This design comes from an exercise in tuning for small area on the open sky130 flow, not from production work. Where RTL was checked, it was by simulation tests only, not by an equivalence proof against the original. Function not checked in run 2: the RTL went through the layout flow alone. No activity file was given, so power comes from the tool's default toggle rates.

==> design.v <==
`default_nettype none
package letc_pkg;
    localparam int XLEN = 32;
    typedef logic [XLEN-1:0] word_t;
    typedef logic [4:0] reg_idx_t;
    typedef logic [11:0] csr_idx_t;
    localparam csr_idx_t CSR_MSCRATCH = 12'h340;
    localparam csr_idx_t CSR_MTVEC = 12'h305;
    localparam csr_idx_t CSR_MEPC = 12'h341;
    localparam csr_idx_t CSR_MCAUSE = 12'h342;
endpackage
`default_nettype wire
`default_nettype none
package letc_core_pkg;
    localparam logic [31:0]     POISON_WORD = 32'hdead_beef;
    typedef enum logic [1:0] {
        RD_SRC_ALU = 2'd0,
        RD_SRC_MEM = 2'd1,
        RD_SRC_CSR = 2'd2
    } rd_src_e;
    typedef struct packed {
        rd_src_e            rd_src;
        logic [4:0]         rd_idx;
        logic               rd_we;
        logic [31:0]        alu_result;
        logic [31:0]        mem_rdata;
        logic [31:0]        csr_old_val;
        logic [11:0]        csr_idx;
        logic               csr_expl_wen;
        logic [31:0]        csr_new_val;
        logic               sim_exit_req;
    } m2_to_w_s;
    typedef struct packed {
        logic               produces_rd;
        logic [4:0]         rd_idx;
        logic [31:0]        rd_val;
    } fwd_s;
    typedef struct packed {
        logic               we;
        logic [4:0]         idx;
        logic [31:0]        val;
    } rf_wr_s;
    typedef struct packed {
        logic               we;
        logic [11:0]        idx;
        logic [31:0]        wdata;
    } csr_wr_s;
endpackage
`default_nettype wire
`default_nettype none
module letc_core_stage_writeback (
    input  wire logic        clk,
    input  wire logic        rst_n,
    input  wire logic        stall,
    input  wire logic        flush,
    input  wire logic        m2_valid,
    input  wire logic [1:0]  m2_rd_src,
    input  wire logic [4:0]  m2_rd_idx,
    input  wire logic        m2_rd_we,
    input  wire logic [31:0] m2_alu_result,
    input  wire logic [31:0] m2_mem_rdata,
    input  wire logic [31:0] m2_csr_old_val,
    input  wire logic [11:0] m2_csr_idx,
    input  wire logic        m2_csr_wen,
    input  wire logic [31:0] m2_csr_new_val,
    input  wire logic        m2_sim_exit_req,
    output logic             commit,
    output logic             rd_wv,      
    output logic [4:0]       rd_idx,
    output logic [31:0]      rd_val,
    output logic [3:0]       csr_wv,     
    output logic [31:0]      csr_wdata,
    output logic             exit_req
);
    logic [31:0] rd_val_d;
    logic [3:0]  csr_hit_d;
    always_comb begin
        case (m2_rd_src)
            2'd0:    rd_val_d = m2_alu_result;
            2'd1:    rd_val_d = m2_mem_rdata;
            2'd2:    rd_val_d = m2_csr_old_val;
            default: rd_val_d = letc_core_pkg::POISON_WORD;
        endcase
    end
    assign csr_hit_d[0] = (m2_csr_idx == letc_pkg::CSR_MSCRATCH);
    assign csr_hit_d[1] = (m2_csr_idx == letc_pkg::CSR_MTVEC);
    assign csr_hit_d[2] = (m2_csr_idx == letc_pkg::CSR_MEPC);
    assign csr_hit_d[3] = (m2_csr_idx == letc_pkg::CSR_MCAUSE);
    always_ff @(posedge clk) begin
        if (!rst_n) begin
            rd_wv    <= 1'b0;
            csr_wv   <= '0;
            exit_req <= 1'b0;
        end else if (!stall) begin
            rd_wv    <= m2_valid && m2_rd_we && (m2_rd_idx != 5'd0);
            csr_wv   <= {4{m2_valid && m2_csr_wen}} & csr_hit_d;
            exit_req <= m2_valid && m2_sim_exit_req;
        end
    end
    always_ff @(posedge clk) begin
        if (!stall) begin
            rd_idx    <= m2_rd_idx;
            rd_val    <= rd_val_d;
            csr_wdata <= m2_csr_new_val;
        end
    end
    assign commit = !stall && !flush;
endmodule
`default_nettype wire
`default_nettype none
module letc_core_rf (
    input  wire logic        clk,
    input  wire logic        rst_n,
    input  wire logic        we,
    input  wire logic [4:0]  wr_idx,
    input  wire logic [31:0] wr_val,
    input  wire logic        ra_byp,
    input  wire logic        rb_byp,
    input  wire logic [4:0]  ra_idx,
    output logic [31:0]      ra_val,
    input  wire logic [4:0]  rb_idx,
    output logic [31:0]      rb_val
);
    logic [31:0] regs [31:1];
    logic [31:0] wbus;
    assign wbus = rst_n ? wr_val : 32'd0;
    for (genvar i = 1; i < 32; i++) begin : g_reg
        always_ff @(posedge clk) begin
            if (!rst_n || (we && wr_idx == i)) begin
                regs[i] <= wbus;
            end
        end
    end
    always_comb begin
        ra_val = ra_byp ? wr_val : 32'd0;
        rb_val = rb_byp ? wr_val : 32'd0;
        for (int i = 1; i < 32; i++) begin
            ra_val = ra_val | ({32{!ra_byp && ra_idx == i}} & regs[i]);
            rb_val = rb_val | ({32{!rb_byp && rb_idx == i}} & regs[i]);
        end
    end
endmodule
`default_nettype wire
`default_nettype none
module letc_core_csrf (
    input  wire logic        clk,
    input  wire logic        rst_n,
    input  wire logic        commit,
    input  wire logic [3:0]  wv,
    input  wire logic [31:0] wdata,
    input  wire logic [11:0] rd_idx,
    output logic [31:0]      rd_val
);
    logic [31:0] mscratch;
    logic [31:2] mtvec;
    logic [31:1] mepc;
    logic [31:0] mcause;
    logic [31:0] wbus;
    assign wbus = rst_n ? wdata : 32'd0;
    always_ff @(posedge clk) begin
        if (!rst_n || (commit && wv[0])) mscratch <= wbus;
    end
    always_ff @(posedge clk) begin
        if (!rst_n || (commit && wv[1])) mtvec <= wbus[31:2];
    end
    always_ff @(posedge clk) begin
        if (!rst_n || (commit && wv[2])) mepc <= wbus[31:1];
    end
    always_ff @(posedge clk) begin
        if (!rst_n || (commit && wv[3])) mcause <= wbus;
    end
    always_comb begin
        rd_val = ({32{rd_idx == letc_pkg::CSR_MSCRATCH}} & mscratch)
               | ({32{rd_idx == letc_pkg::CSR_MTVEC}}    & {mtvec, 2'b00})
               | ({32{rd_idx == letc_pkg::CSR_MEPC}}     & {mepc, 1'b0})
               | ({32{rd_idx == letc_pkg::CSR_MCAUSE}}   & mcause);
    end
endmodule
`default_nettype wire
`default_nettype none
module letc_core_forwarder (
    input  wire logic       rd_wv,
    input  wire logic [4:0] rd_idx,
    input  wire logic [4:0] rs1_idx,
    input  wire logic [4:0] rs2_idx,
    output logic            rs1_hit,
    output logic            rs2_hit
);
    assign rs1_hit = rd_wv && (rd_idx == rs1_idx);
    assign rs2_hit = rd_wv && (rd_idx == rs2_idx);
endmodule
`default_nettype wire
`default_nettype none
module letc_core_backend (
    input  wire logic        clk,
    input  wire logic        rst_n,
    input  wire logic        m2_valid,
    input  wire logic [1:0]  m2_rd_src,
    input  wire logic [4:0]  m2_rd_idx,
    input  wire logic        m2_rd_we,
    input  wire logic [31:0] m2_alu_result,
    input  wire logic [31:0] m2_mem_rdata,
    input  wire logic [31:0] m2_csr_old_val,
    input  wire logic [11:0] m2_csr_idx,
    input  wire logic        m2_csr_wen,
    input  wire logic [31:0] m2_csr_new_val,
    input  wire logic        m2_sim_exit_req,
    input  wire logic        stall,
    input  wire logic        flush,
    input  wire logic [4:0]  rs1_idx,
    input  wire logic [4:0]  rs2_idx,
    output logic [31:0]      rs1_val,
    output logic [31:0]      rs2_val,
    input  wire logic [11:0] csr_rd_idx,
    output logic [31:0]      csr_rd_val,
    output logic             exit_req
);
    logic        commit;
    logic        rd_wv;
    logic [4:0]  rd_idx;
    logic [31:0] rd_val;
    logic [3:0]  csr_wv;
    logic [31:0] csr_wdata;
    logic        rs1_hit;
    logic        rs2_hit;
    letc_core_stage_writeback stage_writeback (
        .clk             (clk),
        .rst_n           (rst_n),
        .stall           (stall),
        .flush           (flush),
        .m2_valid        (m2_valid),
        .m2_rd_src       (m2_rd_src),
        .m2_rd_idx       (m2_rd_idx),
        .m2_rd_we        (m2_rd_we),
        .m2_alu_result   (m2_alu_result),
        .m2_mem_rdata    (m2_mem_rdata),
        .m2_csr_old_val  (m2_csr_old_val),
        .m2_csr_idx      (m2_csr_idx),
        .m2_csr_wen      (m2_csr_wen),
        .m2_csr_new_val  (m2_csr_new_val),
        .m2_sim_exit_req (m2_sim_exit_req),
        .commit          (commit),
        .rd_wv           (rd_wv),
        .rd_idx          (rd_idx),
        .rd_val          (rd_val),
        .csr_wv          (csr_wv),
        .csr_wdata       (csr_wdata),
        .exit_req        (exit_req)
    );
    letc_core_forwarder forwarder (
        .rd_wv   (rd_wv),
        .rd_idx  (rd_idx),
        .rs1_idx (rs1_idx),
        .rs2_idx (rs2_idx),
        .rs1_hit (rs1_hit),
        .rs2_hit (rs2_hit)
    );
    letc_core_rf rf (
        .clk    (clk),
        .rst_n  (rst_n),
        .we     (commit && rd_wv),
        .wr_idx (rd_idx),
        .wr_val (rd_val),
        .ra_byp (rs1_hit),
        .rb_byp (rs2_hit),
        .ra_idx (rs1_idx),
        .ra_val (rs1_val),
        .rb_idx (rs2_idx),
        .rb_val (rs2_val)
    );
    letc_core_csrf csrf (
        .clk    (clk),
        .rst_n  (rst_n),
        .commit (commit),
        .wv     (csr_wv),
        .wdata  (csr_wdata),
        .rd_idx (csr_rd_idx),
        .rd_val (csr_rd_val)
    );
endmodule
`default_nettype wire
`default_nettype none
module letc_backend_top (
    input  wire logic        clk,
    input  wire logic        rst_n,
    input  wire logic        m2_valid,
    input  wire logic [1:0]  m2_rd_src,
    input  wire logic [4:0]  m2_rd_idx,
    input  wire logic        m2_rd_we,
    input  wire logic [31:0] m2_alu_result,
    input  wire logic [31:0] m2_mem_rdata,
    input  wire logic [31:0] m2_csr_old_val,
    input  wire logic [11:0] m2_csr_idx,
    input  wire logic        m2_csr_wen,
    input  wire logic [31:0] m2_csr_new_val,
    input  wire logic        m2_sim_exit_req,
    input  wire logic        stall,
    input  wire logic        flush,
    input  wire logic [4:0]  rs1_idx,
    input  wire logic [4:0]  rs2_idx,
    output logic [31:0]      rs1_val,
    output logic [31:0]      rs2_val,
    input  wire logic [11:0] csr_rd_idx,
    output logic [31:0]      csr_rd_val,
    output logic             exit_req
);
    letc_core_backend backend (
        .clk             (clk),
        .rst_n           (rst_n),
        .m2_valid        (m2_valid),
        .m2_rd_src       (m2_rd_src),
        .m2_rd_idx       (m2_rd_idx),
        .m2_rd_we        (m2_rd_we),
        .m2_alu_result   (m2_alu_result),
        .m2_mem_rdata    (m2_mem_rdata),
        .m2_csr_old_val  (m2_csr_old_val),
        .m2_csr_idx      (m2_csr_idx),
        .m2_csr_wen      (m2_csr_wen),
        .m2_csr_new_val  (m2_csr_new_val),
        .m2_sim_exit_req (m2_sim_exit_req),
        .stall           (stall),
        .flush           (flush),
        .rs1_idx         (rs1_idx),
        .rs2_idx         (rs2_idx),
        .rs1_val         (rs1_val),
        .rs2_val         (rs2_val),
        .csr_rd_idx      (csr_rd_idx),
        .csr_rd_val      (csr_rd_val),
        .exit_req        (exit_req)
    );
endmodule
`default_nettype wire
==> flow/run.sh <==
#!/bin/bash
# own layout flow: standard synthesis with an area-oriented abc script, then
# the standard layout steps with small port buffers and a lean clock tree
set -euo pipefail
W="$(cd "$(dirname "${BASH_SOURCE[0]}")/.." && pwd)"
cd "$W"

export MY_ABC_SCRIPT="$W/flow/area.abc"
export FLOW_SYNTH_TCL="$W/synth_recipe.tcl"

make -C "$FLOW_HOME" DESIGN_CONFIG="$W/config.mk" WORK_HOME="$W/orfs" CLKGATE_MAP_FILE= \
  SYNTH_SCRIPT="$W/flow/synth.tcl" synth > "$W/synth.log" 2>&1

bash "$W/standard.sh" \
  "BUFFER_PORTS_ARGS=-buffer_cell sky130_fd_sc_hd__buf_1" \
  "CTS_ARGS=-sink_clustering_enable -repair_clock_nets -dont_use_dummy_load -buf_list sky130_fd_sc_hd__clkbuf_8 -sink_clustering_size 24" \
  finish > "$W/layout.log" 2>&1
==> flow/area.abc <==
strash
dch
map -a
topo
==> flow/synth.tcl <==
# The standard synthesis script, with only abc's mapping script replaced
# by an area-oriented one (registers are mapped before abc and stay the same)
proc abc {args} {
  set i [lsearch -exact $args -script]
  if {$i >= 0} { set args [lreplace $args $i [expr {$i+1}] -script $::env(MY_ABC_SCRIPT)] }
  set j [lsearch -exact $args -D]
  if {$j >= 0} { set args [lreplace $args $j [expr {$j+1}]] }
  yosys abc {*}$args
}
source $::env(FLOW_SYNTH_TCL)
==> standard.sh <==
#!/bin/bash
# synth_recipe.tcl (not shown) runs the flow's synth.tcl, then flattens the netlist and writes it again
# the make line also repeats each setting of config.mk as NAME=value (left out here)
make -C /OpenROAD-flow-scripts/flow DESIGN_CONFIG=/design/flow/config.mk WORK_HOME=/design/flow/orfs CLKGATE_MAP_FILE= SYNTH_SCRIPT=/design/flow/synth_recipe.tcl "${@:-finish}"
==> config.mk <==
export PLATFORM = sky130hd
export DESIGN_NAME = letc_backend_top
export DESIGN_NICKNAME = letc_backend_top
export VERILOG_FILES = /design/flow/design.v
export SDC_FILE = /design/flow/constraint.sdc
export NUM_CORES = 4
export LEC_CHECK = 0
export CAP_MARGIN = 20
export CORE_MARGIN = 2
export CORE_UTILIZATION = 65
export SLEW_MARGIN = 20
==> constraint.sdc <==
create_clock -name core_clock -period 7.0 [get_ports {clk}]
set_input_delay 1.4000 -clock core_clock [delete_from_list [all_inputs] [get_ports {clk}]]
set_output_delay 1.4000 -clock core_clock [all_outputs]
set_load 0.01 [all_outputs]
==> results of run 1 <==
## worst register-to-register path: stages (launching register included)
cell      delay [ns]
dfxtp_1         0.33
clkinv_1        0.16
nor2_1          0.24
nand2_1         0.38
buf_4           0.36
o21ai_4         0.65
buf_4           0.60
## sequential cells by signal, summed over array words and instances (netlist names)
register and count:
backend.rf.regs 992, backend.csrf.mcause 32, backend.csrf.mscratch 32, backend.stage_writeback.csr_wdata 32, backend.stage_writeback.rd_val 32, backend.csrf.mepc 31
backend.csrf.mtvec 30, backend.stage_writeback.rd_idx 5, backend.stage_writeback.csr_wv 4, backend.stage_writeback.exit_req 1, backend.stage_writeback.rd_wv 1
## per-stage QoR
step / cells / power [mW] / hold WS, ns
2_1_floorplan: 3153 / 9.27 / 0.440
3_3_place_gp: 4572 / 9.86 / 0.459
3_5_place_dp: 4573 / 9.93 / 0.466
4_1_cts: 4754 / 14.4 / 0.476
5_1_grt: 4762 / 14.8 / 0.496
6_report: 4769 / 14.5 / 0.471
## synth_stat cells, types with 2 or more instances
| library cell | n |
|---|---|
| edfxtp_1 | 1186 |
| a22oi_1 | 1088 |
| nand4_1 | 288 |
| nand2_1 | 119 |
| clkinv_1 | 112 |
| nor2_1 | 98 |
| or4_2 | 64 |
| o21ai_0 | 59 |
| nor3_1 | 39 |
| nand3_1 | 35 |
| nor4_1 | 32 |
| a21oi_1 | 9 |
| dfxtp_1 | 6 |
| or2_2 | 4 |
| a221oi_1 | 2 |
| and3_2 | 2 |
| o2111ai_1 | 2 |
| o22ai_1 | 2 |
| xor2_1 | 2 |
## worst paths after layout
kind | from | endpoint | slack, ns | cells past startpoint
max | rs1_idx[3] | rs1_val[18] | 0.46 | 12
min | backend.stage_writeback.csr_wv[3] | backend.stage_writeback.csr_wv[3] | 0.47 | 2
max reg2reg | backend.stage_writeback.rd_wv | backend.rf.regs[1][30] | 3.84 | 6
min reg2reg | backend.stage_writeback.csr_wv[3] | backend.stage_writeback.csr_wv[3] | 0.47 | 2
## area by class of cell
cell class | count | area (µm²)
Sequential cell | 1192 | 35700
Fill cell | 4520 | 18500
Multi-Input combinational cell | 1849 | 13400
Clock buffer | 181 | 2490
Timing Repair Buffer | 453 | 2410
Tap cell | 969 | 1210
Inverter | 112 | 423
Antenna cell | 13 | 32.5
## cells by family (layout without fill, tap and decap cells)
| family | Yosys count | after routing | share of synthesized area [%] |
|---|---|---|---|
| AOI/OAI and AO/OA | 1164 | 1164 | 17.7 |
| and+or+nand+nor | 683 | 683 | 7.83 |
| other | 0 | 13 | 0 |
| xor gates and xnor gates | 2 | 2 | 0.0361 |
| buffers and inverters | 112 | 746 | 0.866 |
| DFF | 1192 | 1192 | 73.6 |
## power by group
part           internal [mW]  switching (mW)  leakage [nW]
Combinational          0.261           0.860          4.66
Clock                   2.27            2.39          1.30
Sequential              8.46           0.289          12.2
Total                   11.0            3.54          18.2
## per-layer routing
| metal | global-route usage [%] | vias up | routed length, µm |
|---|---|---|---|
| met4 | 33.3 | 14 | 15500 |
| li1 | - | 14992 | - |
| met2 | 67.1 | 4157 | 77500 |
| met5 | 1.19 | - | 193 |
| met3 | 16.8 | 1000 | 30700 |
| met1 | 58.7 | 18478 | 56400 |
==> metrics.md, run 1 <==
| Metric | Value |
|---|---|
| Top post-synthesis cells by area | `edfxtp_1 (73%), a22oi_1 (17%), nand4_1 (3.7%), or4_2 (1.2%), nand2_1 (0.92%)` |
| Tmin final | `6.54 ns` |
| Port Buf Inserts | `273` |
| Most common library cell in the layout ignoring fill and taps | `edfxtp_1` |
| Leakage | `18.2 nW` |
| Cell chain of the critical path | `buf_1 -> clkinv_1 -> a221oi_1 -> o2111ai_1 -> clkinv_2 -> buf_4 -> nor3_2 -> buf_4 -> a22oi_1 -> nand4_1 -> or4_2 -> buf_1` |
| Top-Level Pins | `274` |
| 1st-iter DRT viols | `7731` |
| Worst slew margin | `26.2%` |
| Post-CTS Hold Buffers | `0` |
| Yosys cell types | `23` |
| Cell taking the most area after synthesis | `edfxtp_1` |
| DP HPWL | `110000 µm` |
| Vias/cell | `8.10` |
| Final setup viols | `0` |
| Die Span Y | `277 µm` |
| EDFF count, synth | `1186` |
| Setup TNS | `0 ns` |
| Synth-to-layout area growth | `14.7%` |
| Final Max Slew Viols | `0` |
| DRT Wirelength | `180000 µm` |
| CP max-delay cell | `or4_2` |
| Cell Area, Synth | `48500 µm²` |
| Die Span X | `277 µm` |
| Final worst slack | `0.456 ns` |
| Cell area after layout | `55700 µm²` |
| CP Data Required Time | `5.60 ns` |
| First-pass GRT wire length | `255000 µm` |
| Placed cell areas | `53100 µm²` |
| Final Hold Viols | `0` |
| Clock Skew | `0.0818 ns` |
| DR DRC count | `0` |
| Synth Register Bits | `1192` |
| Final Util | `75.1%` |
| Power per cell area | `261 nW/µm²` |
| Post-CTS Setup Repair Bufs | `0` |
| CTS tree | `done` |
| Clock buffer depth | `3` |
| Critical Path End Type | `primary output` |
| Fmax | `153 MHz` |
| # clock sinks | `1192` |
| Htree depth | `4` |
| Vias after detailed routing | `38.6k` |
| CP arrival | `5.14 ns` |
| Largest stage delay on the critical path | `0.83 ns` |
| HP Class | `register to register` |
| CTS Root Cell | `clkbuf_8` |
| Die ar. | `76900 µm²` |
| Max VDD drop | `0.180 mV` |
| Pre-CTS setup slack | `0.704 ns` |
| Largest net degree at the start of global routing | `43` |
| CTS Buf Count | `181` |
| CP Class | `input pin to primary output` |
| Family with the most delay on the worst path | `buffers and inverters` |
| Outcome | `no timing/DRC/antenna violations` |
| Crit-path max FO | `32` |
| Slew @ Worst Pin | `1.10 ns` |
| Vias in the first global route | `38.2k` |
| CTS clk-pin slew, worst paths | `0.06 ns` |
| Syn nets | `3330` |
| Fin nets | `3966` |
| Worst Path Buf+Inv | `6` |
| Register area share after synthesis | `73.6%` |
| Final ANT Viol Nets | `0` |
| Core area | `74200 µm²` |
| Cells after Synth | `3153` |
| Pre-antenna DRT Iters | `12` |
| RSZ-0062 raised after global routing | `false` |
| Share of cells above drive strength 1 | `14.3%` |
| Synth Area per Inst | `15.4 µm²` |
| Share of the synthesized area in the top cell type | `73.4%` |
| Resize count post-CTS | `0` |
| Yosys warnings | `4` |
| Async SR Flop Fraction | `0%` |
| Clk latency of the worst-skew pair | `0.86 ns` |
| Initial antenna violation count | `15` |
| Maxcap violations | `0` |
| Synth Flop Type | `edfxtp_1` |
| Site Rows | `100` |
| GPL Wtd Cong | `1.01` |
| Startpoint types | `input pin` |
| Most frequent cells in the layout | `edfxtp_1 (1186), a22oi_1 (1088), nand4_1 (288)` |
| Gr ovfl total | `0` |
| Final Cycle Share | `93.5%` |
| WL per Instance | `37.8 µm` |
| Starting Density | `65.4%` |
| GRT Total Usage | `46.6%` |
==> run 2, diff against run 1 <==
--- a/design.v
+++ b/design.v
@@ -67,7 +67,7 @@
     output logic             commit,
     output logic             rd_wv,      
     output logic [4:0]       rd_idx,
-    output logic [31:0]      rd_val,
+    output logic [31:0]      rd_val_n,   
     output logic [3:0]       csr_wv,     
     output logic [31:0]      csr_wdata,
     output logic             exit_req
@@ -100,7 +100,7 @@
     always_ff @(posedge clk) begin
         if (!stall) begin
             rd_idx    <= m2_rd_idx;
-            rd_val    <= rd_val_d;
+            rd_val_n  <= ~rd_val_d;
             csr_wdata <= m2_csr_new_val;
         end
     end
@@ -113,7 +113,7 @@
     input  wire logic        rst_n,
     input  wire logic        we,
     input  wire logic [4:0]  wr_idx,
-    input  wire logic [31:0] wr_val,
+    input  wire logic [31:0] wr_val_n,
     input  wire logic        ra_byp,
     input  wire logic        rb_byp,
     input  wire logic [4:0]  ra_idx,
@@ -121,22 +121,47 @@
     input  wire logic [4:0]  rb_idx,
     output logic [31:0]      rb_val
 );
-    logic [31:0] regs [31:1];
-    logic [31:0] wbus;
-    assign wbus = rst_n ? wr_val : 32'd0;
+    logic [31:0][31:0] slot_n;
+    logic [31:0] ra_sel_n;
+    logic [31:0] rb_sel_n;
+    logic [31:0] wbus_n;
+    assign wbus_n = rst_n ? wr_val_n : 32'hffff_ffff;
+    assign slot_n[0] = wr_val_n;
     for (genvar i = 1; i < 32; i++) begin : g_reg
         always_ff @(posedge clk) begin
             if (!rst_n || (we && wr_idx == i)) begin
-                regs[i] <= wbus;
+                slot_n[i] <= wbus_n;
             end
         end
     end
     always_comb begin
-        ra_val = ra_byp ? wr_val : 32'd0;
-        rb_val = rb_byp ? wr_val : 32'd0;
+        ra_sel_n[0] = !ra_byp;
+        rb_sel_n[0] = !rb_byp;
         for (int i = 1; i < 32; i++) begin
-            ra_val = ra_val | ({32{!ra_byp && ra_idx == i}} & regs[i]);
-            rb_val = rb_val | ({32{!rb_byp && rb_idx == i}} & regs[i]);
+            ra_sel_n[i] = !(!ra_byp && ra_idx == i);
+            rb_sel_n[i] = !(!rb_byp && rb_idx == i);
+        end
+    end
+    letc_core_rf_rdmux rdmux_a (
+        .sel_n  (ra_sel_n),
+        .data_n (slot_n),
+        .val    (ra_val)
+    );
+    letc_core_rf_rdmux rdmux_b (
+        .sel_n  (rb_sel_n),
+        .data_n (slot_n),
+        .val    (rb_val)
+    );
+endmodule
+module letc_core_rf_rdmux (
+    input  wire logic [31:0] sel_n,
+    input  wire logic [31:0][31:0] data_n,
+    output logic [31:0]      val
+);
+    always_comb begin
+        val = '0;
+        for (int i = 0; i < 32; i++) begin
+            val = val | ({32{!sel_n[i]}} & ~data_n[i]);
         end
     end
 endmodule
@@ -218,7 +243,7 @@
     logic        commit;
     logic        rd_wv;
     logic [4:0]  rd_idx;
-    logic [31:0] rd_val;
+    logic [31:0] rd_val_n;
     logic [3:0]  csr_wv;
     logic [31:0] csr_wdata;
     logic        rs1_hit;
@@ -242,7 +267,7 @@
         .commit          (commit),
         .rd_wv           (rd_wv),
         .rd_idx          (rd_idx),
-        .rd_val          (rd_val),
+        .rd_val_n        (rd_val_n),
         .csr_wv          (csr_wv),
         .csr_wdata       (csr_wdata),
         .exit_req        (exit_req)
@@ -260,7 +285,7 @@
         .rst_n  (rst_n),
         .we     (commit && rd_wv),
         .wr_idx (rd_idx),
-        .wr_val (rd_val),
+        .wr_val_n (rd_val_n),
         .ra_byp (rs1_hit),
         .rb_byp (rs2_hit),
         .ra_idx (rs1_idx),
==> flow/run.sh (replaced) <==
#!/bin/bash
# own layout flow:
#  1. the read multiplexers of the register file are mapped by hand
#     (gen_rdmux.py), the rest goes through the standard synthesis script
#     with an area-oriented abc script; registers are untouched
#  2. the standard layout steps, with small port buffers and a lean clock tree
set -euo pipefail
W="$(cd "$(dirname "${BASH_SOURCE[0]}")/.." && pwd)"
cd "$W"

python3 "$W/flow/gen_rdmux.py" "$W/design.v" "$W/design_mapped.v" > "$W/gen_rdmux.log" 2>&1

export MY_ABC_SCRIPT="$W/flow/area.abc"
export FLOW_SYNTH_TCL="$W/synth_recipe.tcl"

make -C "$FLOW_HOME" DESIGN_CONFIG="$W/config.mk" WORK_HOME="$W/orfs" CLKGATE_MAP_FILE= \
  SYNTH_SCRIPT="$W/flow/synth.tcl" VERILOG_FILES="$W/design_mapped.v" synth > "$W/synth.log" 2>&1

if [[ -n "${MY_SYNTH_ONLY:-}" ]]; then exit 0; fi

bash "$W/standard.sh" \
  "BUFFER_PORTS_ARGS=-buffer_cell sky130_fd_sc_hd__buf_1" \
  "CTS_ARGS=-sink_clustering_enable -repair_clock_nets -dont_use_dummy_load -buf_list sky130_fd_sc_hd__clkbuf_16 -sink_clustering_size 28 -sink_clustering_max_diameter 90" \
  finish > "$W/layout.log" 2>&1
==> flow/gen_rdmux.py (new file) <==
#!/usr/bin/env python3
"""Replace the body of letc_core_rf_rdmux in a design file with a hand-mapped
sky130hd netlist: per output bit, 16 o22ai (two one-hot terms each over
active-low select and data), 4 nor4 and a nand4. Same ports, same function.
usage: gen_rdmux.py IN.v OUT.v"""
import re
import sys

src = open(sys.argv[1]).read()
m = re.search(r"module\s+letc_core_rf_rdmux\b.*?endmodule", src, re.S)
if not m:
    sys.exit("letc_core_rf_rdmux not found")

L = ["module letc_core_rf_rdmux (sel_n, data_n, val);",
     "  input wire [31:0] sel_n;",
     "  input wire [1023:0] data_n;",
     "  output wire [31:0] val;"]
for b in range(32):
    L.append(f"  wire [15:0] p{b};")
    L.append(f"  wire [3:0] q{b};")
    for k in range(16):
        i, j = 2 * k, 2 * k + 1
        L.append(f"  sky130_fd_sc_hd__o22ai_1 o_{b}_{k} (.A1(sel_n[{i}]), .A2(data_n[{i*32+b}]), "
                 f".B1(sel_n[{j}]), .B2(data_n[{j*32+b}]), .Y(p{b}[{k}]));")
    for g in range(4):
        a, bb, c, d = (4 * g + x for x in range(4))
        L.append(f"  sky130_fd_sc_hd__nor4_1 r_{b}_{g} (.A(p{b}[{a}]), .B(p{b}[{bb}]), "
                 f".C(p{b}[{c}]), .D(p{b}[{d}]), .Y(q{b}[{g}]));")
    L.append(f"  sky130_fd_sc_hd__nand4_1 n_{b} (.A(q{b}[0]), .B(q{b}[1]), .C(q{b}[2]), "
             f".D(q{b}[3]), .Y(val[{b}]));")
L.append("endmodule")
out = src[:m.start()] + "\n".join(L) + src[m.end():]
open(sys.argv[2], "w").write(out)
--- a/config.mk
+++ b/config.mk
@@ -5,7 +5,7 @@
 export SDC_FILE = /design/flow/constraint.sdc
 export NUM_CORES = 4
 export LEC_CHECK = 0
-export CAP_MARGIN = 20
+export CAP_MARGIN = 5
 export CORE_MARGIN = 2
-export CORE_UTILIZATION = 65
-export SLEW_MARGIN = 20
+export CORE_UTILIZATION = 55
+export SLEW_MARGIN = 5
==> metrics.md, run 2 <==
| Metric | Value |
|---|---|
| Setup TNS | `0 ns (unchanged)` |
| Simple-gate portion of the synthesized area | `7.66% (-0.18 points)` |
| Yosys cell types | `22 (-4.3%)` |
| Cell Area, Synth | `47000 µm² (-3.1%)` |
| Site Rows | `107 (+7.0%)` |
| CTS Root Cell | `clkbuf_16` |
| Critical Path End Type | `primary output` |
| Share of cells above drive strength 1 | `9.88% (-4.4 points)` |
| Htree depth | `2 (-2)` |
| Fillers | `6312 (+40%)` |
| Final Cycle Share | `94.8% (+1.4 points)` |
| Most common library cell in the layout ignoring fill and taps | `edfxtp_1` |
| First-pass GRT wire length | `257000 µm (+0.66%)` |
| Most common cell in the netlist | `edfxtp_1` |
| Starting Density | `55.3% (-10 points)` |
| Final Max Slew Viols | `0 (unchanged)` |
| Mux contribution to synthesized area | `0% (unchanged)` |
| Post-CTS Hold Buffers | `0 (unchanged)` |
| Largest register by flop count | `backend.rf.slot_n` |
| DRT Wirelength | `189000 µm (+4.8%)` |
| Fmax | `151 MHz (-1.4%)` |
| # clock sinks | `1192 (unchanged)` |
| R2R cell count | `5 (-1)` |
| Async SR Flop Fraction | `0% (unchanged)` |
| CP arrival | `5.24 ns (+0.10 ns)` |
| Fin nets | `3782 (-4.6%)` |
| EDFF count, synth | `1186 (unchanged)` |
| Max reg flops | `992 (unchanged)` |
| Die Span Y | `296 µm (+6.9%)` |
| WL per Instance | `39.8 µm (+5.2%)` |
| Gr ovfl total | `0 (unchanged)` |
| HP Class | `register to register` |
| Hold path cells | `2 (unchanged)` |
| Largest net degree at the start of global routing | `64 (+49%)` |
| RSZ-0062 raised after global routing | `false` |
| CTS clk-pin slew, worst paths | `0.06 ns (about the same)` |
| Resize count post-CTS | `0 (unchanged)` |
| Cells after Synth | `3089 (-2.0%)` |
| Startpoint types | `input pin` |
| Register area share after synthesis | `76.0% (+2.4 points)` |
| Top-Level Pins | `274 (unchanged)` |
| Die Span X | `296 µm (+6.9%)` |
| Slew @ Worst Pin | `1.16 ns (+0.0594 ns)` |
| Synth-to-layout area growth | `13.0%` |
| Max VDD drop | `0.194 mV (+7.7%)` |
| Core area | `85000 µm² (+15%)` |
| Power per cell area | `249 nW/µm² (-4.4%)` |
| Placed cell count | `4696 (+2.7%)` |
| Adder-cell area share of the yosys netlist | `0% (unchanged)` |
| CTS tree | `done` |
| Synth Register Bits | `1192 (unchanged)` |
| Clock Skew | `0.0702 ns (-0.0117 ns)` |
| Non-Filler Instances | `4749 (-0.42%)` |
| Clk latency of the worst-skew pair | `0.68 ns (-0.18 ns)` |
| Share of the synthesized area in the top cell type | `75.7% (+2.4 points)` |
| Final setup viols | `0 (unchanged)` |
| Final Hold Viols | `0 (unchanged)` |
| Synthesized-area fraction occupied by ao, oa, aoi and oai cells | `15.8% (-1.9 points)` |
| DR DRC count | `0 (unchanged)` |
| Syn nets | `3266 (-1.9%)` |
| Vias in the first global route | `34.9k (-8.7%)` |
| Post-CTS Setup Repair Bufs | `0 (unchanged)` |
| Final ANT Viol Nets | `0 (unchanged)` |
| Vias after detailed routing | `37.3k (-3.5%)` |
| CTS Buf Count | `51 (-72%)` |
| WHS | `0.472 ns (+0.000476 ns)` |
| Outcome | `no timing/DRC/antenna violations` |
| Synth Area per Inst | `15.2 µm² (-1.1%)` |
| Port Buf Inserts | `273 (unchanged)` |
| Largest family of logic cells by synthesized area | `compound AO/OA/AOI/OAI gates` |
| Top cells by count, synth | `edfxtp_1 (1186), o22ai_1 (1027), nor4_1 (261)` |
| Most frequent cells in the layout | `edfxtp_1 (1186), o22ai_1 (1027), buf_1 (272)` |
| Leakage | `16.1 nW (-11%)` |
| XOR/XNOR share of the synthesized area | `0.0745% (+0.038 points)` |
| CP Class | `input pin to primary output` |
| Maxcap violations | `0 (unchanged)` |
| Clock buffer depth | `3 (unchanged)` |
| Total power | `13.2 mW (-8.8%)` |
| Initial antenna violation count | `3 (-12)` |
| Top post-synthesis cells by area | `edfxtp_1 (76%), o22ai_1 (14%), nor4_1 (3.5%), nand4_1 (1.3%), nand3_1 (1.0%)` |
| Vias/cell | `7.85 (-3.1%)` |
| DP HPWL | `113000 µm (+3.3%)` |
| Synth Flop Type | `edfxtp_1` |
| Worst slew margin | `22.4% (-3.7 points)` |
| 1st-iter DRT viols | `6824 (-12%)` |
| Die ar. | `87900 µm² (+14%)` |
| CP Data Required Time | `5.60 ns (about the same)` |
| Pre-antenna DRT Iters | `7 (-5)` |
| GRT Total Usage | `42.3% (-4.3 points)` |
| Yosys warnings | `3 (-1)` |
| GPL Wtd Cong | `0.963 (-4.7%)` |
| Crit-path max FO | `33 (+3.1%)` |
| Tmin final | `6.64 ns (+0.0955 ns)` |
| Cell taking the most area after synthesis | `edfxtp_1` |
run 2: report_power, final:
group	internal [mW]	total, mW	switching (mW)
registers	8.44	8.71	0.265
logic	0.270	1.13	0.860
clock network	1.31	3.41	2.11
total	10.0	13.2	3.23
run 2: cell type report:
type,count,area (µm²),share of cell area [%]
flip-flops and latches,1192,35700,67.2
multi-input cells,1831,11600,21.8
repair buffers,463,2870,5.40
well taps,1144,1430,2.69
clock buffers,51,1280,2.40
inverters,66,249,0.469
diodes,2,5.00,0.00942
run 2: metal layers:
metal  GRT usage [%]  part of all wire, %  up-vias
met3            16.7                   17      837
met2            61.9                   43     3721
li1                -                    -    14644
met4            21.7                  6.6        8
met5               0                0.062        -
met1            54.9                   33    18061
run 2: critical path: stages:
cell	delay, ns
buf_1	0.15
xor2_1	0.18
nor4_1	0.34
nand3_2	0.69
nand3_2	0.64
buf_4	0.40
o22ai_1	0.14
nor4_1	0.77
nand4_1	0.29
buf_1	0.20
run 2: stage by stage:
stage	setup WS [ns]	util, %	cell area, µm²
after floorplan	0.820	-	47000
after global placement	0.664	61.0	51900
after detailed placement	0.587	61.0	51900
after CTS	0.586	62.5	53100
after global routing	0.160	62.5	53100
final	0.361	62.5	53100
run 2: worst paths after layout:
| check | startpoint | to | slack (ns) |
|---|---|---|---|
| min reg2reg | backend.stage_writeback.csr_wv[3] | backend.stage_writeback.csr_wv[3] | 0.47 |
| max | rs1_idx[1] | rs1_val[4] | 0.36 |
| min | backend.stage_writeback.csr_wv[3] | backend.stage_writeback.csr_wv[3] | 0.47 |
| max reg2reg | backend.stage_writeback.rd_idx[2] | backend.rf.slot_n[695] | 4.01 |
run 2: cells by family after synthesis:
group	after synthesis
AO/OA/AOI/OAI	1169
XOR/XNOR	4
buffers and inverters	66
flip-flops	1192
AND/OR/NAND/NOR	658
==> run 3, diff against run 2 <==
--- a/design.v
+++ b/design.v
@@ -127,21 +127,30 @@
     logic [31:0] wbus_n;
     assign wbus_n = rst_n ? wr_val_n : 32'hffff_ffff;
     assign slot_n[0] = wr_val_n;
+    logic [31:1] ld;
+    letc_core_rf_wdec wdec (
+        .rst_n (rst_n),
+        .we    (we),
+        .idx   (wr_idx),
+        .ld    (ld)
+    );
     for (genvar i = 1; i < 32; i++) begin : g_reg
         always_ff @(posedge clk) begin
-            if (!rst_n || (we && wr_idx == i)) begin
+            if (ld[i]) begin
                 slot_n[i] <= wbus_n;
             end
         end
     end
-    always_comb begin
-        ra_sel_n[0] = !ra_byp;
-        rb_sel_n[0] = !rb_byp;
-        for (int i = 1; i < 32; i++) begin
-            ra_sel_n[i] = !(!ra_byp && ra_idx == i);
-            rb_sel_n[i] = !(!rb_byp && rb_idx == i);
-        end
-    end
+    letc_core_rf_rdec rdec_a (
+        .byp   (ra_byp),
+        .idx   (ra_idx),
+        .sel_n (ra_sel_n)
+    );
+    letc_core_rf_rdec rdec_b (
+        .byp   (rb_byp),
+        .idx   (rb_idx),
+        .sel_n (rb_sel_n)
+    );
     letc_core_rf_rdmux rdmux_a (
         .sel_n  (ra_sel_n),
         .data_n (slot_n),
@@ -153,6 +162,30 @@
         .val    (rb_val)
     );
 endmodule
+module letc_core_rf_wdec (
+    input  wire logic       rst_n,
+    input  wire logic       we,
+    input  wire logic [4:0] idx,
+    output logic [31:1]     ld
+);
+    always_comb begin
+        for (int i = 1; i < 32; i++) begin
+            ld[i] = !rst_n || (we && idx == i);
+        end
+    end
+endmodule
+module letc_core_rf_rdec (
+    input  wire logic       byp,
+    input  wire logic [4:0] idx,
+    output logic [31:0]     sel_n
+);
+    always_comb begin
+        sel_n[0] = !byp;
+        for (int i = 1; i < 32; i++) begin
+            sel_n[i] = !(!byp && idx == i);
+        end
+    end
+endmodule
 module letc_core_rf_rdmux (
     input  wire logic [31:0] sel_n,
     input  wire logic [31:0][31:0] data_n,
==> flow/gen_rdmux.py (replaced) <==
#!/usr/bin/env python3
"""Replace the bodies of the register file's read multiplexer and its read and
write decoders in a design file with hand-mapped sky130hd netlists. Ports and
functions stay exactly those of the RTL modules.
usage: gen_rdmux.py IN.v OUT.v"""
import re
import sys

P = "sky130_fd_sc_hd__"


def cell(typ, name, **pins):
    conn = ", ".join(f".{p}({n})" for p, n in pins.items())
    return f"  {P}{typ} {name} ({conn});"


def rdmux():
    # per output bit: 16 o22ai (two one-hot terms each, select and data
    # active low) -> 4 nor4 -> nand4
    L = ["module letc_core_rf_rdmux (sel_n, data_n, val);",
         "  input wire [31:0] sel_n;",
         "  input wire [1023:0] data_n;",
         "  output wire [31:0] val;"]
    for b in range(32):
        L.append(f"  wire [15:0] p{b};")
        L.append(f"  wire [3:0] q{b};")
        for k in range(16):
            i, j = 2 * k, 2 * k + 1
            L.append(cell("o22ai_1", f"o_{b}_{k}", A1=f"sel_n[{i}]", A2=f"data_n[{i*32+b}]",
                          B1=f"sel_n[{j}]", B2=f"data_n[{j*32+b}]", Y=f"p{b}[{k}]"))
        for g in range(4):
            L.append(cell("nor4_1", f"r_{b}_{g}", A=f"p{b}[{4*g}]", B=f"p{b}[{4*g+1}]",
                          C=f"p{b}[{4*g+2}]", D=f"p{b}[{4*g+3}]", Y=f"q{b}[{g}]"))
        L.append(cell("nand4_1", f"n_{b}", A=f"q{b}[0]", B=f"q{b}[1]", C=f"q{b}[2]",
                      D=f"q{b}[3]", Y=f"val[{b}]"))
    L.append("endmodule")
    return "\n".join(L)


def lit(bit, val, pos, neg):
    return pos if val else neg


def wdec():
    # ld[i] = !rst_n | (we & idx == i): and3 predecodes, a21oi, strong inverter
    L = ["module letc_core_rf_wdec (rst_n, we, idx, ld);",
         "  input wire rst_n;",
         "  input wire we;",
         "  input wire [4:0] idx;",
         "  output wire [31:1] ld;",
         "  wire [4:0] idx_n;",
         "  wire rst;",
         "  wire [3:0] hi;",
         "  wire [7:0] lo;",
         "  wire [31:1] ld_n;"]
    for k in range(5):
        L.append(cell("inv_1", f"ii_{k}", A=f"idx[{k}]", Y=f"idx_n[{k}]"))
    L.append(cell("inv_2", "irst", A="rst_n", Y="rst"))
    for j in range(4):
        L.append(cell("and3_1", f"hi_{j}", A="we",
                      B=f"idx[4]" if j & 2 else f"idx_n[4]",
                      C=f"idx[3]" if j & 1 else f"idx_n[3]", X=f"hi[{j}]"))
    for k in range(8):
        L.append(cell("and3_1", f"lo_{k}",
                      A=f"idx[2]" if k & 4 else f"idx_n[2]",
                      B=f"idx[1]" if k & 2 else f"idx_n[1]",
                      C=f"idx[0]" if k & 1 else f"idx_n[0]", X=f"lo[{k}]"))
    for i in range(1, 32):
        L.append(cell("a21oi_1", f"d_{i}", A1=f"hi[{i >> 3}]", A2=f"lo[{i & 7}]", B1="rst",
                      Y=f"ld_n[{i}]"))
        L.append(cell("inv_2", f"b_{i}", A=f"ld_n[{i}]", Y=f"ld[{i}]"))
    L.append("endmodule")
    return "\n".join(L)


def rdec():
    # sel_n[0] = !byp; sel_n[i] = !(!byp & idx == i): and3 predecodes, nand2
    L = ["module letc_core_rf_rdec (byp, idx, sel_n);",
         "  input wire byp;",
         "  input wire [4:0] idx;",
         "  output wire [31:0] sel_n;",
         "  wire [4:0] idx_n;",
         "  wire nbyp;",
         "  wire [3:0] hi;",
         "  wire [7:0] lo;"]
    for k in range(5):
        L.append(cell("inv_1", f"ii_{k}", A=f"idx[{k}]", Y=f"idx_n[{k}]"))
    L.append(cell("inv_2", "ib0", A="byp", Y="sel_n[0]"))
    L.append(cell("inv_1", "ib1", A="byp", Y="nbyp"))
    for j in range(4):
        L.append(cell("and3_1", f"hi_{j}", A="nbyp",
                      B=f"idx[4]" if j & 2 else f"idx_n[4]",
                      C=f"idx[3]" if j & 1 else f"idx_n[3]", X=f"hi[{j}]"))
    for k in range(8):
        L.append(cell("and3_1", f"lo_{k}",
                      A=f"idx[2]" if k & 4 else f"idx_n[2]",
                      B=f"idx[1]" if k & 2 else f"idx_n[1]",
                      C=f"idx[0]" if k & 1 else f"idx_n[0]", X=f"lo[{k}]"))
    for i in range(1, 32):
        L.append(cell("nand2_2", f"s_{i}", A=f"hi[{i >> 3}]", B=f"lo[{i & 7}]", Y=f"sel_n[{i}]"))
    L.append("endmodule")
    return "\n".join(L)


src = open(sys.argv[1]).read()
for name, gen in (("letc_core_rf_rdmux", rdmux), ("letc_core_rf_wdec", wdec),
                  ("letc_core_rf_rdec", rdec)):
    m = re.search(r"module\s+" + name + r"\b.*?endmodule", src, re.S)
    if not m:
        sys.exit(name + " not found")
    src = src[:m.start()] + gen() + src[m.end():]
open(sys.argv[2], "w").write(src)
==> metrics.md, run 3 <==
| Metric | Value |
|---|---|
| Yosys warnings | `3 (unchanged)` |
| Cell-internal power | `9.97 mW (-0.53%)` |
| Resize count post-CTS | `0 (unchanged)` |
| Final Max Slew Viols | `0 (unchanged)` |
| DP HPWL | `111000 µm (-2.2%)` |
| Startpoint types | `input pin` |
| Largest net degree at the start of global routing | `42 (-34%)` |
| Final worst slack | `0.535 ns (+0.175 ns)` |
| P_sw | `3.15 mW (-2.6%)` |
| Net Sw Frac | `24.0% (-0.38 points)` |
| Largest register by flop count | `backend.rf.slot_n` |
| Crit Reg-Reg Endpoint | `backend.rf.slot_n[783]` |
| XOR/XNOR share of the synthesized area | `0.0742% (-0.00028 points)` |
| Vias in the first global route | `34.5k (-1.3%)` |
| WL per Instance | `37.0 µm (-7.1%)` |
| GRT Total Usage | `38.5% (-3.8 points)` |
| Pre-antenna DRT Iters | `6 (-1)` |
| WHS | `0.485 ns (+0.0130 ns)` |
| Cell taking the most area after synthesis | `edfxtp_1` |
| R2R Path Start | `backend.stage_writeback.rd_wv` |
| Tmin final | `6.46 ns (-0.175 ns)` |
| CTS tree | `done` |
| Clk latency of the worst-skew pair | `0.66 ns (-0.02 ns)` |
| Synthesized-area fraction occupied by ao, oa, aoi and oai cells | `15.7% (-0.072 points)` |
| Critical Path End Type | `primary output` |
| Syn nets | `3271 (+0.15%)` |
| Vias/cell | `7.69 (-2.0%)` |
| Placed cell areas | `51300 µm² (-1.0%)` |
| Most frequent cells in the layout | `edfxtp_1 (1186), o22ai_1 (1024), buf_1 (273)` |
| Fin nets | `3763 (-0.50%)` |
| Fmax | `155 MHz (+2.7%)` |
| Synth Area per Inst | `15.3 µm² (+0.21%)` |
| Hold path cells | `2 (unchanged)` |
| Mux contribution to synthesized area | `0% (unchanged)` |
| CP max-delay cell | `nor4_1` |
| GPL Wtd Cong | `0.992 (+3.0%)` |
| Crit-path max FO | `17 (-48%)` |
| Crit path depth | `12 (+2)` |
| First-pass GRT wire length | `243000 µm (-5.2%)` |
| Cells after Synth | `3094 (+0.16%)` |
| Top post-synthesis cells by area | `edfxtp_1 (75%), o22ai_1 (14%), nor4_1 (3.5%), nand4_1 (1.3%), nand2_2 (0.82%)` |
| Initial antenna violation count | `7 (+4)` |
| Max VDD drop | `0.242 mV (+25%)` |
| Share of the synthesized area in the top cell type | `75.4% (-0.28 points)` |
| Synth Flop Type | `edfxtp_1` |
| Adder-cell area share of the yosys netlist | `0% (unchanged)` |
| R2R cell count | `6 (+1)` |
| Starting Density | `55.4% (+0.12 points)` |
| Die ar. | `88200 µm² (+0.37%)` |
| Max reg flops | `992 (unchanged)` |
| Site Rows | `107 (unchanged)` |
| DR DRC count | `0 (unchanged)` |
| Clock buffer depth | `3 (unchanged)` |
| Largest family of logic cells by synthesized area | `compound AO/OA/AOI/OAI gates` |
| Top cells by count, synth | `edfxtp_1 (1186), o22ai_1 (1024), nor4_1 (261)` |
| Family with the most delay on the worst path | `simple AND/OR/NAND/NOR gates` |
| EDFF count, synth | `1186 (unchanged)` |
| Slew @ Worst Pin | `1.33 ns (+0.171 ns)` |
| Most common library cell in the layout ignoring fill and taps | `edfxtp_1` |
| Cell chain of the critical path | `buf_1 -> xnor2_1 -> o2111ai_1 -> nor4_1 -> inv_1 -> and3_1 -> nand2_2 -> buf_4 -> o22ai_1 -> nor4_1 -> nand4_1 -> buf_1` |
| Final Cycle Share | `92.4% (-2.5 points)` |
| RSZ-0062 raised after global routing | `false` |
| CTS Root Cell | `clkbuf_16` |
| Top-Level Pins | `274 (unchanged)` |
| Final ANT Viol Nets | `0 (unchanged)` |
| Register area share after synthesis | `75.7% (-0.28 points)` |
| Maxcap violations | `0 (unchanged)` |
| Gr ovfl total | `0 (unchanged)` |
| Simple-gate portion of the synthesized area | `7.70% (+0.046 points)` |
| Die Span X | `297 µm (+0.18%)` |
| Port Buf Inserts | `273 (unchanged)` |
| Cell area after layout | `52600 µm² (-1.1%)` |
| Worst Path Buf+Inv | `4 (+1)` |
| Post-CTS Setup Repair Bufs | `0 (unchanged)` |
| Hold worst-path end | `backend.stage_writeback.csr_wv[0]` |
| Synth Register Bits | `1192 (unchanged)` |
| Share of cells above drive strength 1 | `10.3% (+0.44 points)` |
| CTS Buf Count | `49 (-3.9%)` |
| Worst slew margin | `11.3% (-11 points)` |
| Final setup viols | `0 (unchanged)` |
| Clock Skew | `0.0410 ns (-0.0291 ns)` |
| # clock sinks | `1192 (unchanged)` |
| Post-CTS Hold Buffers | `0 (unchanged)` |
| Largest stage delay on the critical path | `0.70 ns (-0.07 ns)` |
| Cell Area, Synth | `47200 µm² (+0.37%)` |
| CP Class | `input pin to primary output` |
| Clk network pwr share | `25.4% (-0.4 points)` |
| DRT Wirelength | `175000 µm (-7.5%)` |
| Hold Startpoint | `backend.stage_writeback.csr_wv[0]` |
| Die Span Y | `297 µm (+0.18%)` |
| Most common cell in the netlist | `edfxtp_1` |
| Reg power frac | `66.4% (+0.7 points)` |
| Pre-CTS setup slack | `0.697 ns (+0.110 ns)` |
| Power per cell area | `249 nW/µm² (about the same)` |
| CP arrival | `5.06 ns (-0.18 ns)` |
| HP Class | `register to register` |
| Core area | `85100 µm² (+0.16%)` |
| Synth-to-layout area growth | `11.3%` |
| Setup TNS | `0 ns (unchanged)` |
| CP Data Required Time | `5.60 ns (about the same)` |
| Outcome | `no timing/DRC/antenna violations` |
| Comb pwr share | `8.2% (-0.3 points)` |
| Htree depth | `2 (unchanged)` |
| Async SR Flop Fraction | `0% (unchanged)` |
| Yosys cell types | `26 (+18%)` |
| 1st-iter DRT viols | `6446 (-5.5%)` |
| R2R Setup Slk | `4.20 ns (+0.19 ns)` |
| Vias after detailed routing | `36.4k (-2.4%)` |
| CTS clk-pin slew, worst paths | `0.11 ns (+0.05 ns)` |
| Leakage | `16.3 nW (+0.86%)` |
| Final Hold Viols | `0 (unchanged)` |
[run 3: worst register-to-register path: stages, from the launching register on]
cell	delay (ns)
dfxtp_1	0.45
clkinv_1	0.11
nor2_1	0.17
and3_1	0.38
a21oi_1	0.13
inv_2	0.58
buf_4	0.54
[run 3: cells by family (layout without fill, tap and decap cells)]
family / Yosys count / count (layout)
buffers and inverters: 105 / 595
AO/OA/AOI/OAI: 1167 / 1167
AND/OR/NAND/NOR: 626 / 626
XOR/XNOR: 4 / 4
other: 0 / 1
flip-flops: 1192 / 1192
[run 3: through the flow]
stage                     power, mW  cells  util [%]
after detailed placement       9.90   4679      60.3
after CTS                      13.1   4728      61.7
after global placement         9.86   4679      60.3
after global routing           13.4   4728      61.7
after floorplan                9.26   3094         -
final                          13.1   4729      61.7
[run 3: power groups by stage]
stage | clock, mW | sequential, mW | combinational, mW
floorplan | 0 | 8.76 | 0.501
global placement | 0 | 8.84 | 1.02
detailed placement | 0 | 8.86 | 1.04
CTS | 3.32 | 8.70 | 1.04
global route | 3.55 | 8.76 | 1.10
finish | 3.33 | 8.71 | 1.07
[run 3: layout make-up]
class	count	area, µm²
inverters	105	395
repair buffers	441	2640
well taps	1144	1430
multi-input cells	1797	11100
clock buffers	49	1230
fillers	6451	32600
flip-flops and latches	1192	35700
diodes	1	2.50
[run 3: worst max-delay path by stage]
stage | from | to
global placement | rs2_idx[4] | rs2_val[14]
CTS | rs2_idx[4] | rs2_val[7]
detailed placement | rs2_idx[4] | rs2_val[7]
finish | rs2_idx[2] | rs2_val[7]
global route | rs2_idx[4] | rs2_val[7]
floorplan | csr_rd_idx[5] | csr_rd_val[10]
[run 3: routing by layer]
layer / routed length (µm) / vias up / global-route usage, %
li1: - / 14557 / -
met1: 62700 / 17859 / 53.2
met2: 76700 / 3359 / 56.9
met3: 27200 / 604 / 12.2
met4: 8110 / 6 / 15.8
met5: 40 / - / 0.433
==> run 4, diff against run 3 <==
--- a/config.mk
+++ b/config.mk
@@ -8,4 +8,5 @@
 export CAP_MARGIN = 5
 export CORE_MARGIN = 2
 export CORE_UTILIZATION = 55
+export PLACE_DENSITY = 0.85
 export SLEW_MARGIN = 5
==> metrics.md, run 4 <==
| Metric | Value |
|---|---|
| Outcome | `no timing/DRC/antenna violations` |
| Largest stage delay on the critical path | `0.90 ns (+0.20 ns)` |
| Top post-synthesis cells by area | `edfxtp_1 (75%), o22ai_1 (14%), nor4_1 (3.5%), nand4_1 (1.3%), nand2_2 (0.82%)` |
| Cell taking the most area after synthesis | `edfxtp_1` |
| EDFF count, synth | `1186 (unchanged)` |
| Synth Flop Type | `edfxtp_1` |
| CTS clk-pin slew, worst paths | `0.05 ns (-0.06 ns)` |
| Synth Area per Inst | `15.3 µm² (unchanged)` |
| Share of the synthesized area in the top cell type | `75.4% (unchanged)` |
| Most common library cell in the layout ignoring fill and taps | `edfxtp_1` |
| Register area share after synthesis | `75.7% (unchanged)` |
| DR DRC count | `0 (unchanged)` |
| Pre-CTS setup slack | `0.779 ns (+0.0812 ns)` |
| Share of cells above drive strength 1 | `9.57% (-0.75 points)` |
| Async SR Flop Fraction | `0% (unchanged)` |
| Fillers | `6032 (-6.5%)` |
| Htree depth | `2 (unchanged)` |
| Final ANT Viol Nets | `0 (unchanged)` |
| CP max-delay cell | `nand2_2` |
| Worst slew margin | `10.4% (-0.93 points)` |
| DRT Wirelength | `171000 µm (-2.2%)` |
| Crit-path max FO | `24 (+7)` |
| Final Max Slew Viols | `0 (unchanged)` |
| Top-Level Pins | `274 (unchanged)` |
| Fmax | `149 MHz (-3.4%)` |
| Port Buf Inserts | `273 (unchanged)` |
| Clock Skew | `0.107 ns (+0.0656 ns)` |
| CP arrival | `5.30 ns (+0.24 ns)` |
| Max VDD drop | `0.257 mV (+6.1%)` |
| Die Span Y | `297 µm (unchanged)` |
| WHS | `0.474 ns (-0.0111 ns)` |
| First-pass GRT wire length | `241000 µm (-1.1%)` |
| Vias after detailed routing | `38.1k (+4.7%)` |
| Starting Density | `55.4% (unchanged)` |
| CP Launch Point | `rs2_idx[4]` |
| Largest register by flop count | `backend.rf.slot_n` |
| Hold path cells | `2 (unchanged)` |
| Maxcap violations | `0 (unchanged)` |
| Initial antenna violation count | `8 (+1)` |
| Hold worst-path end | `backend.stage_writeback.csr_wv[2]` |
| Synth Register Bits | `1192 (unchanged)` |
| Power per cell area | `253 nW/µm² (+1.3%)` |
| Post-CTS Hold Buffers | `0 (unchanged)` |
| Register area | `35700 µm² (unchanged)` |
| Final worst slack | `0.305 ns (-0.230 ns)` |
| R2R Path Start | `backend.stage_writeback.rd_wv` |
| Most common cell in the netlist | `edfxtp_1` |
| 1st-iter DRT viols | `8967 (+39%)` |
| Top cells by count, synth | `edfxtp_1 (1186), o22ai_1 (1024), nor4_1 (261)` |
| Leakage | `16.0 nW (-1.7%)` |
| Vias in the first global route | `36.0k (+4.5%)` |
| CTS tree | `done` |
| Final Hold Viols | `0 (unchanged)` |
| Vias/cell | `8.10 (+5.2%)` |
| Synth-to-layout area growth | `10.3%` |
| Startpoint types | `input pin` |
| Cell Area, Synth | `47200 µm² (unchanged)` |
| Slew @ Worst Pin | `1.33 ns (-0.00295 ns)` |
| CTS Buf Count | `49 (unchanged)` |
| GPL Wtd Cong | `1.06 (+7.1%)` |
| Core area | `85100 µm² (unchanged)` |
| Largest net degree at the start of global routing | `44 (+4.8%)` |
| Max reg flops | `992 (unchanged)` |
| DP HPWL | `106000 µm (-3.8%)` |
| Setup TNS | `0 ns (unchanged)` |
| Final setup viols | `0 (unchanged)` |
| Site Rows | `107 (unchanged)` |
| Cells after Synth | `3094 (unchanged)` |
| Resize count post-CTS | `0 (unchanged)` |
| R2R cell count | `5 (-1)` |
| Clk latency of the worst-skew pair | `0.70 ns (+0.04 ns)` |
| Cell chain of the critical path | `buf_1 -> xnor2_1 -> o2111ai_1 -> nor4_1 -> inv_1 -> and3_1 -> nand2_2 -> o22ai_1 -> nor4_1 -> nand4_1 -> buf_1` |
| Syn nets | `3271 (unchanged)` |
| Most frequent cells in the layout | `edfxtp_1 (1186), o22ai_1 (1024), buf_1 (271)` |
| Gr ovfl total | `0 (unchanged)` |
| CTS Root Cell | `clkbuf_16` |
| CP Data Required Time | `5.60 ns (about the same)` |
| Yosys cell types | `26 (unchanged)` |
| Die Span X | `297 µm (unchanged)` |
| WL per Instance | `36.4 µm (-1.7%)` |
| Total power | `13.2 mW (+0.38%)` |
| Die ar. | `88200 µm² (unchanged)` |
| Hold Startpoint | `backend.stage_writeback.csr_wv[2]` |
| Tmin final | `6.70 ns (+0.230 ns)` |
| RSZ-0062 raised after global routing | `false` |
| R2R Setup Slk | `4.19 ns (about the same)` |
| Fin nets | `3731 (-0.85%)` |
| Clock buffer depth | `3 (unchanged)` |
| Yosys warnings | `3 (unchanged)` |
| Final Util | `61.2% (-0.55 points)` |
| # clock sinks | `1192 (unchanged)` |
| Critical Path End Type | `primary output` |
| CP Class | `input pin to primary output` |
| Pre-antenna DRT Iters | `14 (+8)` |
| Worst Path Buf+Inv | `3 (-1)` |
| Final Cycle Share | `95.6% (+3.3 points)` |
| Post-CTS Setup Repair Bufs | `0 (unchanged)` |
| Multi-input logic area | `11100 µm² (about the same)` |
| HP Class | `register to register` |
| Crit Reg-Reg Endpoint | `backend.rf.slot_n[472]` |
| Family with the most delay on the worst path | `simple AND/OR/NAND/NOR gates` |
| GRT Total Usage | `37.4% (-1.0 points)` |
run 4: cell count changes in the layout (fill, tap and decap cells not counted), sizes merged:
cell,before,now
buf,441,407
clkbuf,49,51
diode,1,9
run 4: stage by stage:
| step | cell area (µm²) | cells |
|---|---|---|
| finish | 52100 | 4705 |
| global placement | 50800 | 4647 |
| floorplan | 47200 | 3094 |
| CTS | 52100 | 4696 |
| global route | 52100 | 4699 |
| detailed placement | 50800 | 4647 |
run 4: where the power goes:
group	switching (mW)	total [mW]	internal [mW]
Clock	2.11	3.37	1.26
Combinational	0.818	1.06	0.244
Sequential	0.287	8.73	8.45
Total	3.21	13.2	9.95
run 4: worst max path at each step:
stage,slack (ns),cells past startpoint,to
floorplan,1.54,6,csr_rd_val[10]
global placement,0.85,12,rs1_val[24]
detailed placement,0.78,12,rs2_val[25]
CTS,0.76,11,rs1_val[5]
global route,0.37,11,rs1_val[2]
finish,0.30,11,rs2_val[2]
run 4: cells by family (layout without fill, tap and decap cells):
kind of cell,Yosys count,after routing,synth area share [%]
compound gates,1167,1167,15.7
other cells,0,9,0
xor+xnor,4,4,0.0742
buf+inv,105,563,0.835
simple gates,626,626,7.70
flops,1192,1192,75.7
run 4: metal layers:
layer	up-vias	GRT usage (%)	share of wire, %
met5	-	4.06	0.44
met4	16	24.0	9.0
met1	17582	45.3	30
met3	1246	17.3	19
met2	4762	53.8	42
li1	14482	-	-
run 4: area by class of cell:
type	count	share of cell area, %
well taps	1144	2.75
repair buffers	409	4.10
clock buffers	49	2.35
multi-input cells	1797	21.4
inverters	105	0.759
diodes	9	0.0432
flip-flops and latches	1192	68.6
run 4: worst min-delay path: stages (launching register included):
cell and delay (ns):
dfxtp_1 0.31, nand2_1 0.06, a21oi_1 0.06
==> run 5, diff against run 4 <==
--- a/config.mk
+++ b/config.mk
@@ -7,6 +7,7 @@
 export LEC_CHECK = 0
 export CAP_MARGIN = 5
 export CORE_MARGIN = 2
-export CORE_UTILIZATION = 55
-export PLACE_DENSITY = 0.85
+export CORE_UTILIZATION = 70
+export GPL_TIMING_DRIVEN = 0
+export PLACE_DENSITY = 0.8
 export SLEW_MARGIN = 5
==> metrics.md, run 5 <==
| Metric | Value |
|---|---|
| Worst slew margin | `-2.84% (-13 points)` |
| Register area share after synthesis | `75.7% (unchanged)` |
| Initial antenna violation count | `3 (-5)` |
| WHS | `0.487 ns (+0.0136 ns)` |
| CTS Buf Count | `48 (-2.0%)` |
| CTS tree | `done` |
| Synth-to-layout area growth | `7.64%` |
| Largest net degree at the start of global routing | `45 (+2.3%)` |
| CTS clk-pin slew, worst paths | `0.11 ns (+0.06 ns)` |
| Yosys cell types | `26 (unchanged)` |
| # clock sinks | `1192 (unchanged)` |
| Cell chain of the critical path | `buf_1 -> xnor2_1 -> o2111ai_1 -> nor3_1 -> inv_1 -> and3_1 -> nand2_2 -> o22ai_1 -> nor4_1 -> nand4_1 -> buf_1` |
| Most common library cell in the layout ignoring fill and taps | `edfxtp_1` |
| Port Buf Inserts | `273 (unchanged)` |
| Power per cell area | `256 nW/µm² (+1.5%)` |
| Startpoint types | `input pin` |
| CP max-delay cell | `nand2_2` |
| Fillers | `3799 (-37%)` |
| Vias/cell | `8.65 (+6.9%)` |
| DP HPWL | `89000 µm (-16%)` |
| 1st-iter DRT viols | `8730 (-2.6%)` |
| Placed cell areas | `49600 µm² (-2.4%)` |
| HP Class | `register to register` |
| EDFF count, synth | `1186 (unchanged)` |
| DR DRC count | `0 (unchanged)` |
| Largest family of logic cells by synthesized area | `compound AO/OA/AOI/OAI gates` |
| Most frequent cells in the layout | `edfxtp_1 (1186), o22ai_1 (1024), buf_1 (272)` |
| Worst Path Buf+Inv | `3 (unchanged)` |
| DRT Wirelength | `165000 µm (-3.3%)` |
| CP arrival | `5.63 ns (+0.33 ns)` |
| RSZ-0062 raised after global routing | `false` |
| Post-CTS Setup Repair Bufs | `0 (unchanged)` |
| Clock buffer depth | `3 (unchanged)` |
| GPL Wtd Cong | `0.953 (-10%)` |
| GRT Total Usage | `46.5% (+9.0 points)` |
| Largest stage delay on the critical path | `1.02 ns (+0.12 ns)` |
| Most common cell in the netlist | `edfxtp_1` |
| Top-Level Pins | `274 (unchanged)` |
| Vias in the first global route | `35.7k (-1.1%)` |
| Top post-synthesis cells by area | `edfxtp_1 (75%), o22ai_1 (14%), nor4_1 (3.5%), nand4_1 (1.3%), nand2_2 (0.82%)` |
| CP Data Required Time | `5.60 ns (about the same)` |
| XOR/XNOR share of the synthesized area | `0.0742% (unchanged)` |
| Cell area after layout | `50800 µm² (-2.4%)` |
| Most Frequent Cell on Critical Path | `buf_1` |
| Top cells by count, synth | `edfxtp_1 (1186), o22ai_1 (1024), nor4_1 (261)` |
| Pre-antenna DRT Iters | `19 (+5)` |
| Cells after Synth | `3094 (unchanged)` |
| Share of cells above drive strength 1 | `6.33% (-3.2 points)` |
| Family with the most delay on the worst path | `simple AND/OR/NAND/NOR gates` |
| CP Class | `input pin to primary output` |
| First-pass GRT wire length | `231000 µm (-4.2%)` |
| Clk latency of the worst-skew pair | `0.67 ns (-0.03 ns)` |
| Final Max Slew Viols | `2 (+2)` |
| Fin nets | `3609 (-3.3%)` |
| Cell Area, Synth | `47200 µm² (unchanged)` |
| Register area | `35700 µm² (unchanged)` |
| Mux contribution to synthesized area | `0% (unchanged)` |
| Leakage | `15.5 nW (-3.3%)` |
| Resize count post-CTS | `0 (unchanged)` |
| Crit-path max FO | `32 (+33%)` |
| Die Span Y | `264 µm (-11%)` |
| Simple-gate portion of the synthesized area | `7.70% (unchanged)` |
| Die ar. | `69500 µm² (-21%)` |
| Fmax | `142 MHz (-4.7%)` |
| Slew @ Worst Pin | `1.52 ns (+0.196 ns)` |
| Starting Density | `70.5% (+15 points)` |
| Max VDD drop | `0.265 mV (+3.2%)` |
| Async SR Flop Fraction | `0% (unchanged)` |
| Site Rows | `95 (-11%)` |
| CTS Root Cell | `clkbuf_16` |
| Final Cycle Share | `100% (+4.8 points)` |
| Largest register by flop count | `backend.rf.slot_n` |
| Post-CTS Hold Buffers | `0 (unchanged)` |
| Tmin final | `7.03 ns (+0.333 ns)` |
| Core area | `66900 µm² (-21%)` |
| Cell taking the most area after synthesis | `edfxtp_1` |
| Syn nets | `3271 (unchanged)` |
| Final ANT Viol Nets | `0 (unchanged)` |
| Violated checks | `max-capacitance violations, max-slew violations, negative setup slack` |
| Maxcap violations | `1 (+1)` |
| Synth Area per Inst | `15.3 µm² (unchanged)` |
| Final worst slack | `-0.0281 ns (-0.333 ns)` |
| Adder-cell area share of the yosys netlist | `0% (unchanged)` |
| Final Hold Viols | `0 (unchanged)` |
| Clock Skew | `0.0514 ns (-0.0552 ns)` |
| Final setup viols | `1 (+1)` |
| Outcome | `finished with violations` |
| Vias after detailed routing | `37.2k (-2.3%)` |
| Critical Path End Type | `primary output` |
| Gr ovfl total | `0 (unchanged)` |
| Die Span X | `264 µm (-11%)` |
| Multi-input logic area | `11100 µm² (about the same)` |
| Synthesized-area fraction occupied by ao, oa, aoi and oai cells | `15.7% (unchanged)` |
| WL per Instance | `38.4 µm (+5.8%)` |
| Max reg flops | `992 (unchanged)` |
| Yosys warnings | `3 (unchanged)` |
| Pre-CTS setup slack | `0.407 ns (-0.371 ns)` |
| Share of the synthesized area in the top cell type | `75.4% (unchanged)` |
| Htree depth | `2 (unchanged)` |
| Synth Register Bits | `1192 (unchanged)` |
| Synth Flop Type | `edfxtp_1` |
[run 5: cell counts after synthesis]
No cell type changed its count.
[run 5: tightest hold or removal path, delay by kind of cell, from the launching register on]
family | cells | cell delay, ns
compound gates | 1 | 0.06
flops | 1 | 0.33
simple gates | 1 | 0.06
[run 5: per-layer routing]
metal / up-vias / track usage [%] / part of all wire [%]
met5: - / 0.832 / 0.042
met4: 6 / 29.4 / 7.8
met3: 981 / 18.7 / 20
met2: 4653 / 67.1 / 43
met1: 17366 / 59.1 / 30
li1: 14224 / - / -
[run 5: cell type report]
| class | instances | area share (%) |
|---|---|---|
| sequential | 1192 | 70.3 |
| timing repair buffer | 288 | 2.45 |
| inverter | 105 | 0.781 |
| clock buffer | 48 | 2.36 |
| antenna | 1 | 0.00492 |
| tap | 873 | 2.15 |
| multi-input combinational | 1797 | 21.9 |
[run 5: logic make-up after synthesis]
kind of cell           Yosys count
XOR/XNOR                         4
buffers and inverters          105
AND/OR/NAND/NOR                626
AO/OA/AOI/OAI                 1167
flip-flops                    1192
[run 5: path summary, 6_finish.rpt]
| path | endpoint | cells after the start | start | slack, ns |
|---|---|---|---|---|
| hold reg to reg | backend.stage_writeback.csr_wv[1] | 2 | backend.stage_writeback.csr_wv[1] | 0.49 |
| setup reg to reg | backend.rf.slot_n[529] | 5 | backend.stage_writeback.rd_wv | 3.99 |
| setup / recovery | rs1_val[20] | 11 | rs1_idx[2] | -0.03 |
| hold / removal | backend.stage_writeback.csr_wv[1] | 2 | backend.stage_writeback.csr_wv[1] | 0.49 |
[run 5: through the flow]
step | TNS, ns | cells | power (mW) | util [%]
after global routing | 0 | 4303 | 13.2 | 75.9
after global placement | -15.27 | 4240 | 9.72 | 73.7
final | -0.0281 | 4304 | 13.0 | 75.9
after detailed placement | 0 | 4255 | 9.81 | 74.1
after floorplan | 0 | 3094 | 9.26 | -
after CTS | 0 | 4303 | 12.8 | 75.9
[run 5: where the power goes]
group          switching [mW]  total [mW]  internal, mW  leakage, nW
logic                   0.793        1.02         0.232         3.79
clock network            2.05        3.29          1.24        0.592
registers               0.269        8.71          8.44         11.1

[separate check: timing with driven ports]
The flow's constraints put no driver on any port. The routed layouts listed below were extracted and timed again, unchanged, in two steps. Step 1 assumes that a clkbuf_16 drives the clock port and a buf_2 every other input. Step 2, shift: input delay + t, output delay - t, t = (earliest + latest rising clock arrival at the registers) / 2. This alone moves slack from input paths to output paths. Slacks: ideal / step 1 / step 2; pairs: ideal / step 1.
run | t (ns) | setup slack, ns
run 1 | 0.881 | 0.456 / 0.363 / 0.363
run 2 | 0.717 | 0.361 / 0.342 / 0.342
run 3 | 0.713 | 0.535 / 0.509 / 0.509
run 4 | 0.717 | 0.305 / 0.220 / 0.220
run 5 | 0.714 | -0.028 / -0.075 / -0.075
